What follows belongs to an exercise in optimizing a design on an open flow for small area; a production flow would make more cautious choices. Function was checked by simulation only, so behaviour that the tests miss may differ from the original. The clock input has no modelled driver; a real chip could not lean on it and would need a root buffer or a full tree. No activity file was given, so power comes from the tool's default toggle rates.

// mul_div_unit
module mul_div_unit (
  input  logic        clk,
  input  logic        rst,
  input  logic        start,
  input  logic [2:0]  funct3,
  input  logic [31:0] operand_a,
  input  logic [31:0] operand_b,
  input  logic [4:0]  rd_in,
  input  logic        flush,
  output logic        busy,
  output logic        done,
  output logic [31:0] result,
  output logic [4:0]  rd_out
);
  mdu_pkg::state_e st, st_n;
  logic [65:0] w_q;
  logic [32:0] b_q;
  logic [2:0]  op_q;
  logic [4:0]  rd_q;
  logic [2:0]  c_q;       
  logic [4:0]  k_q;       
  logic        dly_q;     
  logic        cy_q;      
  logic        sgn_q;     
  logic        negf_q;    
  logic        bneg_q;    
  logic s_idle, s_clr, s_ha, s_mst, s_d0, s_dst, s_f, s_g, s_hz;
  logic idl_q, act_q;
  assign s_idle = idl_q;
  assign s_clr  = (st == mdu_pkg::CLR);
  assign s_ha   = (st == mdu_pkg::HA);
  assign s_mst  = (st == mdu_pkg::MST);
  assign s_d0   = (st == mdu_pkg::D0);
  assign s_dst  = (st == mdu_pkg::DST);
  assign s_f    = (st == mdu_pkg::F);
  assign s_g    = (st == mdu_pkg::G);
  assign s_hz   = (st == mdu_pkg::HZ);
  logic c0, c3, c5, lo, half, last_c, last_k;
  logic c2;
  assign c0     = ~c_q[2] & ~c_q[0];
  assign c2     =  c_q[1] & ~c_q[0];
  assign c3     =  c_q[2] &  c_q[0];
  assign c5     = ~c_q[1] &  c_q[0];
  assign lo     = ~c_q[0];                         
  assign half   = s_ha | s_hz;
  assign last_c = half ? c2 : c5;
  assign last_k = (k_q == 5'd31);
  logic is_div, is_rem, is_mul, mul_hi;
  assign is_mul = ~op_q[2];
  assign is_div = op_q[2] & ~op_q[1];
  assign is_rem = op_q[2] &  op_q[1];
  ...
clock: 10.0 ns
lec_check: 0
cap_margin: 20
core_margin: 2
core_utilization: 40
slew_margin: 20
standard.sh (not shown) runs the stock make flow with config.mk's settings and CLKGATE_MAP_FILE= SYNTH_SCRIPT=/design/flow/synth_recipe.tcl, a recipe that flattens the netlist after the stock synthesis.
==> flow/flow/run.sh <==
#!/bin/bash
# Own layout flow: the standard flow (standard.sh, unchanged synthesis and
# steps) with two placement/CTS arguments changed:
#  - port buffers use the smallest buffer cell (every port still gets one)
#  - clock tree: small clock buffers, no dummy balancing loads
# Each tool's full output is kept in the ORFS logs under orfs/logs and the
# make output in flow_make.log.
set -euo pipefail
export BUFFER_PORTS_ARGS="-buffer_cell sky130_fd_sc_hd__buf_1"
export CTS_ARGS="-sink_clustering_enable -repair_clock_nets -dont_use_dummy_load -buf_list {sky130_fd_sc_hd__clkbuf_2 sky130_fd_sc_hd__clkbuf_4}"
bash standard.sh > flow_make.log 2>&1
Rerun with:
==> flow/run.sh (new file) <==
#!/bin/bash
# synth_recipe.tcl (not shown) runs the flow's synth.tcl, then flattens the netlist and writes it again
# the make line also repeats each setting of config.mk as NAME=value (left out here)
make -C /OpenROAD-flow-scripts/flow DESIGN_CONFIG=/design/flow/config.mk WORK_HOME=/design/flow/orfs CLKGATE_MAP_FILE= SYNTH_SCRIPT=/design/flow/synth_recipe.tcl finish
removed: flow/flow/run.sh
removed: flow/standard.sh
After rerunning: Cell count rises by 2.1%; synthesized cell count stays the same; via count rose by 0.62%; maximum frequency decreases by 0.52%; non-clock buffer count is unchanged; sequential cell count does not change; wire length grows by 4.5%; first-iteration DRC count went up by 69%; total power increases by 38%; combinational power grows by 24%.

---

Setup of run 1:
mul_div_unit, a different RTL version from the one above (not shown whole).
Size: about 450 cells after synthesis, ~120 flip-flops, about 120 I/O pins, ~4900 um^2 of cells after synthesis.
// mul_div_unit
module mul_div_unit (
  input  logic        clk,
  input  logic        rst,
  input  logic        start,
  input  logic [2:0]  funct3,
  input  logic [31:0] operand_a,
  input  logic [31:0] operand_b,
  input  logic [4:0]  rd_in,
  input  logic        flush,
  output logic        busy,
  output logic        done,
  output logic [31:0] result,
  output logic [4:0]  rd_out
);
clock: 10.0 ns
lec_check: 0
cap_margin: 20
core_margin: 2
core_utilization: 40
slew_margin: 20
==> flow/flow/run.sh <==
#!/bin/bash
# Own layout flow: the standard flow (standard.sh: unchanged synthesis
# and steps) with two changes:
#  - port buffers use the smallest buffer cell (every port still gets one)
#  - the clock tree is a hand-built two-level tree (flow/cts_tree.tcl, run
#    as ORFS's PRE_CTS_TCL hook) instead of TritonCTS; ORFS's cts step still
#    legalizes it and repairs timing afterwards.
# Each tool's full output is kept in the ORFS logs under orfs/logs and the
# make output in flow_make.log.
set -euo pipefail
HERE=$(cd "$(dirname "$0")" && pwd)
export BUFFER_PORTS_ARGS="-buffer_cell sky130_fd_sc_hd__buf_1"
export PRE_CTS_TCL="$HERE/cts_tree.tcl"
export CTS_NLEAF_X=2
export CTS_NLEAF_Y=2
export CTS_LEAF_BUF=sky130_fd_sc_hd__clkbuf_16
export CTS_ROOT_BUF=sky130_fd_sc_hd__clkbuf_4
bash standard.sh > flow_make.log 2>&1
==> flow/flow/cts_tree.tcl <==
# Hand-built two-level clock tree, sourced by ORFS's cts.tcl (PRE_CTS_TCL)
# in place of TritonCTS: one root buffer next to the registers' centre feeds
# NLEAF leaf buffers, each placed at the centre of a group of registers split
# by position. All registers sit at the same depth (root + one leaf buffer).
set nleaf_x $::env(CTS_NLEAF_X)
set nleaf_y $::env(CTS_NLEAF_Y)
set leaf_master $::env(CTS_LEAF_BUF)
set root_master $::env(CTS_ROOT_BUF)

set db [ord::get_db]
set block [ord::get_db_block]
set clknet [$block findNet clk]
set sinks {}
foreach it [$clknet getITerms] {
  set inst [$it getInst]
  set loc [$inst getLocation]
  lappend sinks [list $it [lindex $loc 0] [lindex $loc 1]]
}
puts "cts_tree: [llength $sinks] clock sinks"

# split into nleaf_x columns by x, then each column into nleaf_y rows by y
set groups {}
set byx [lsort -integer -index 1 $sinks]
set n [llength $byx]
for {set i 0} {$i < $nleaf_x} {incr i} {
  set col [lrange $byx [expr {$i * $n / $nleaf_x}] [expr {($i + 1) * $n / $nleaf_x - 1}]]
  set col [lsort -integer -index 2 $col]
  set m [llength $col]
  for {set j 0} {$j < $nleaf_y} {incr j} {
    lappend groups [lrange $col [expr {$j * $m / $nleaf_y}] [expr {($j + 1) * $m / $nleaf_y - 1}]]
  }
}

set root [odb::dbInst_create $block [$db findMaster $root_master] "cts_root_buf"]
set rootnet [odb::dbNet_create $block "clk_root"]
$rootnet setSigType CLOCK
[$root findITerm A] connect $clknet
[$root findITerm X] connect $rootnet

set sx 0; set sy 0
set k 0
foreach g $groups {
  set gx 0; set gy 0
  foreach s $g { incr gx [lindex $s 1]; incr gy [lindex $s 2] }
  set gx [expr {$gx / [llength $g]}]
  set gy [expr {$gy / [llength $g]}]
  incr sx $gx; incr sy $gy
  set buf [odb::dbInst_create $block [$db findMaster $leaf_master] "cts_leaf_buf_$k"]
  $buf setLocation $gx $gy
  $buf setPlacementStatus PLACED
  set net [odb::dbNet_create $block "clk_leaf_$k"]
  $net setSigType CLOCK
  [$buf findITerm A] connect $rootnet
  [$buf findITerm X] connect $net
  foreach s $g {
    set it [lindex $s 0]
    $it disconnect
    $it connect $net
  }
  puts "cts_tree: leaf $k at ($gx, $gy) drives [llength $g] registers"
  incr k
}
$root setLocation [expr {$sx / $k}] [expr {$sy / $k}]
$root setPlacementStatus PLACED

# TritonCTS is not run; the tree above is the clock tree.
rename clock_tree_synthesis cts_tree_unused_tritoncts
proc clock_tree_synthesis {args} { puts "cts_tree: TritonCTS skipped, hand-built tree in place" }
set_propagated_clock [all_clocks]
Edits applied to the flow inputs when going from run 1 to run 2:
==> flow/flow/run.sh <==
#!/bin/bash
# Own layout flow: the standard flow (standard.sh: unchanged synthesis
# and steps) with two changes:
#  - port buffers use the smallest buffer cell (every port still gets one)
#  - the clock tree is hand-built (flow/cts_tree.tcl, run as ORFS's
#    PRE_CTS_TCL hook) instead of TritonCTS: the clock port feeds 4 leaf
#    clock buffers, each driving a quarter of the registers; ORFS's cts step
#    still legalizes it and repairs timing afterwards.
# Each tool's full output is kept in the ORFS logs under orfs/logs and the
# make output in flow_make.log.
set -euo pipefail
HERE=$(cd "$(dirname "$0")" && pwd)
export BUFFER_PORTS_ARGS="-buffer_cell sky130_fd_sc_hd__buf_1"
export PRE_CTS_TCL="$HERE/cts_tree.tcl"
export CTS_NLEAF_X=2
export CTS_NLEAF_Y=2
export CTS_LEAF_BUF=sky130_fd_sc_hd__clkbuf_16
export CTS_ROOT_BUF=none
bash standard.sh > flow_make.log 2>&1
-- flow/flow/cts_tree.tcl --
<<< run 1, line 1
# Hand-built two-level clock tree, sourced by ORFS's cts.tcl (PRE_CTS_TCL)
# in place of TritonCTS: one root buffer next to the registers' centre feeds
# NLEAF leaf buffers, each placed at the centre of a group of registers split
# by position. All registers sit at the same depth (root + one leaf buffer).
set nleaf_x $::env(CTS_NLEAF_X)
>>> run 2, line 1
set nleaf_x $::env(CTS_NLEAF_X)
<<< run 1, line 8
set root_master $::env(CTS_ROOT_BUF)

>>> run 2, line 4
set root_master $::env(CTS_ROOT_BUF)

proc out_iterm {inst} {
  foreach it [$inst getITerms] {
    if {[$it isOutputSignal]} { return $it }
  }
  error "cts_tree: no output pin on [$inst getName]"
}

<<< run 1, line 33

set root [odb::dbInst_create $block [$db findMaster $root_master] "cts_root_buf"]
set rootnet [odb::dbNet_create $block "clk_root"]
$rootnet setSigType CLOCK
[$root findITerm A] connect $clknet
[$root findITerm X] connect $rootnet

>>> run 2, line 36

if {$root_master eq "none"} {
  set root ""
  set rootnet $clknet
} else {
  set root [odb::dbInst_create $block [$db findMaster $root_master] "cts_root_buf"]
  set rootnet [odb::dbNet_create $block "clk_root"]
  $rootnet setSigType CLOCK
  [$root findITerm A] connect $clknet
  [out_iterm $root] connect $rootnet
}

<<< run 1, line 53
  [$buf findITerm A] connect $rootnet
  [$buf findITerm X] connect $net
  foreach s $g {
>>> run 2, line 61
  [$buf findITerm A] connect $rootnet
  [out_iterm $buf] connect $net
  foreach s $g {
<<< run 1, line 62
}
$root setLocation [expr {$sx / $k}] [expr {$sy / $k}]
$root setPlacementStatus PLACED

>>> run 2, line 70
}
if {$root ne ""} {
  $root setLocation [expr {$sx / $k}] [expr {$sy / $k}]
  $root setPlacementStatus PLACED
}

Results
Across run 2 and run 1, none had a timing, DRC or antenna violation.
As far as via count of the first global-routing pass is concerned, run 2 and run 1 perform about the same.
Vias: run 2 below run 1
Compared run 1 against run 2; total leakage power within noise.
Run 2 vs. run 1: met2 wire length saw a decrease; filler cell count in the final layout saw little to no change; cell count saw a decrease; worst path setup slack after routing saw an increase; combinational share of power saw an increase.
Going from run 1 to run 2, the global-route wire length before repair was found to have gone down by 0.34%.
On run 2: wire length after detailed routing is about 0.6% lower than what run 1 gave.
[inputs] run 3 vs run 2
- CORE_UTILIZATION: 40 -> 90
==> flow/flow/run.sh <==
#!/bin/bash
# Own layout flow: the standard flow (standard.sh: unchanged synthesis
# and steps) with two changes:
#  - port buffers use the smallest buffer cell (every port still gets one)
#  - the clock tree is a hand-built two-level tree (flow/cts_tree.tcl, run
#    as ORFS's PRE_CTS_TCL hook) instead of TritonCTS; ORFS's cts step still
#    legalizes it and repairs timing afterwards.
# Each tool's full output is kept in the ORFS logs under orfs/logs and the
# make output in flow_make.log.
set -euo pipefail
HERE=$(cd "$(dirname "$0")" && pwd)
export BUFFER_PORTS_ARGS="-buffer_cell sky130_fd_sc_hd__buf_1"
export PRE_CTS_TCL="$HERE/cts_tree.tcl"
export CTS_NLEAF_X=2
export CTS_NLEAF_Y=2
export CTS_LEAF_BUF=sky130_fd_sc_hd__clkbuf_8
export CTS_ROOT_BUF=none
bash standard.sh > flow_make.log 2>&1
==> results.txt <==
Summary across run 3 and run 2: the single failing run is run 3. Run 3 never completed; the flow aborted with a tool error in 3_1_place_gp_skip_io. ~same share of synthesized registers carrying an async set or reset in run 3 and run 2. From run 3 to run 2, combined area of all synthesized cells did not move at all. Diff run 2 -> run 3 | vertical die dimension | down by more than a quarter. Run 2 -> run 3: post-synthesis sequential area ratio delta 0, exact match. Lower width of the die was reported by run 3, not run 2. From run 2 to run 3 the numbers moved as follows: starting density of the core now larger; gate count after technology mapping comparable; number of synthesized register bits comparable. Diff run 3..run 2 | compound-gate portion of the synthesized area | unchanged. From run 2 to run 3 the numbers moved as follows: simple-gate share of the synthesized area did not really move, standard-cell row count fell by 14.
### run 3 -> run 4
- CORE_UTILIZATION: 90 -> 75
-- flow/flow/run.sh --
<<< run 3, line 15
export CTS_NLEAF_Y=2
export CTS_LEAF_BUF=sky130_fd_sc_hd__clkbuf_8
export CTS_ROOT_BUF=none
>>> run 4, line 15
export CTS_NLEAF_Y=2
export CTS_LEAF_BUF=sky130_fd_sc_hd__clkbuf_16
export CTS_ROOT_BUF=none
==> results.txt <==
On compound-gate portion of the synthesized area, run 4 and run 3 are basically level.
Overall die height: run 4 > run 3
Synthesized cell count delta (run 3 -> run 4): insignificant
Horizontal die dimension up 9.1% in run 4 wrt run 3
Run 4 completed; timing, DRC and antenna clean
In run 4, floorplan row count is higher than in run 3.
Run 4 -> run 3: post-synth net total delta 0, exact match
In run 1, run 2 and run 4 the design's own scripts or RTL, not TritonCTS, make the clock network.

[static timing again, ports no longer ideal]
No port has a modelled driver above. Below, the same layouts with a new extraction and two added sets of constraints. Step 1 assumes that a clkbuf_16 drives the clock port and a buf_2 every other input. Step 2 times the ports against the registers' clock, not the clock port: input delays grow and output delays shrink by t, the midpoint of the rising clock arrivals with the driver on. Slacks: ideal / step 1 / step 2; pairs: ideal / step 1.
run | t (ns) | setup WS [ns] | worst slew at a driven data input, ns
the first run of note 1 | 0.534 | 2.783 / 2.783 / 2.783 | 0.04
the second run of note 1 | 0.447 | 2.745 / 2.745 / 2.745 | 0.05
run 1 | 0.480 | 3.044 / 3.044 / 3.044 | 0.05
run 2 | 0.253 | 3.049 / 3.049 / 3.049 | 0.05
run 4 | 0.243 | 3.177 / 3.177 / 3.177 | 0.04
After both steps every run listed still meets setup and hold.
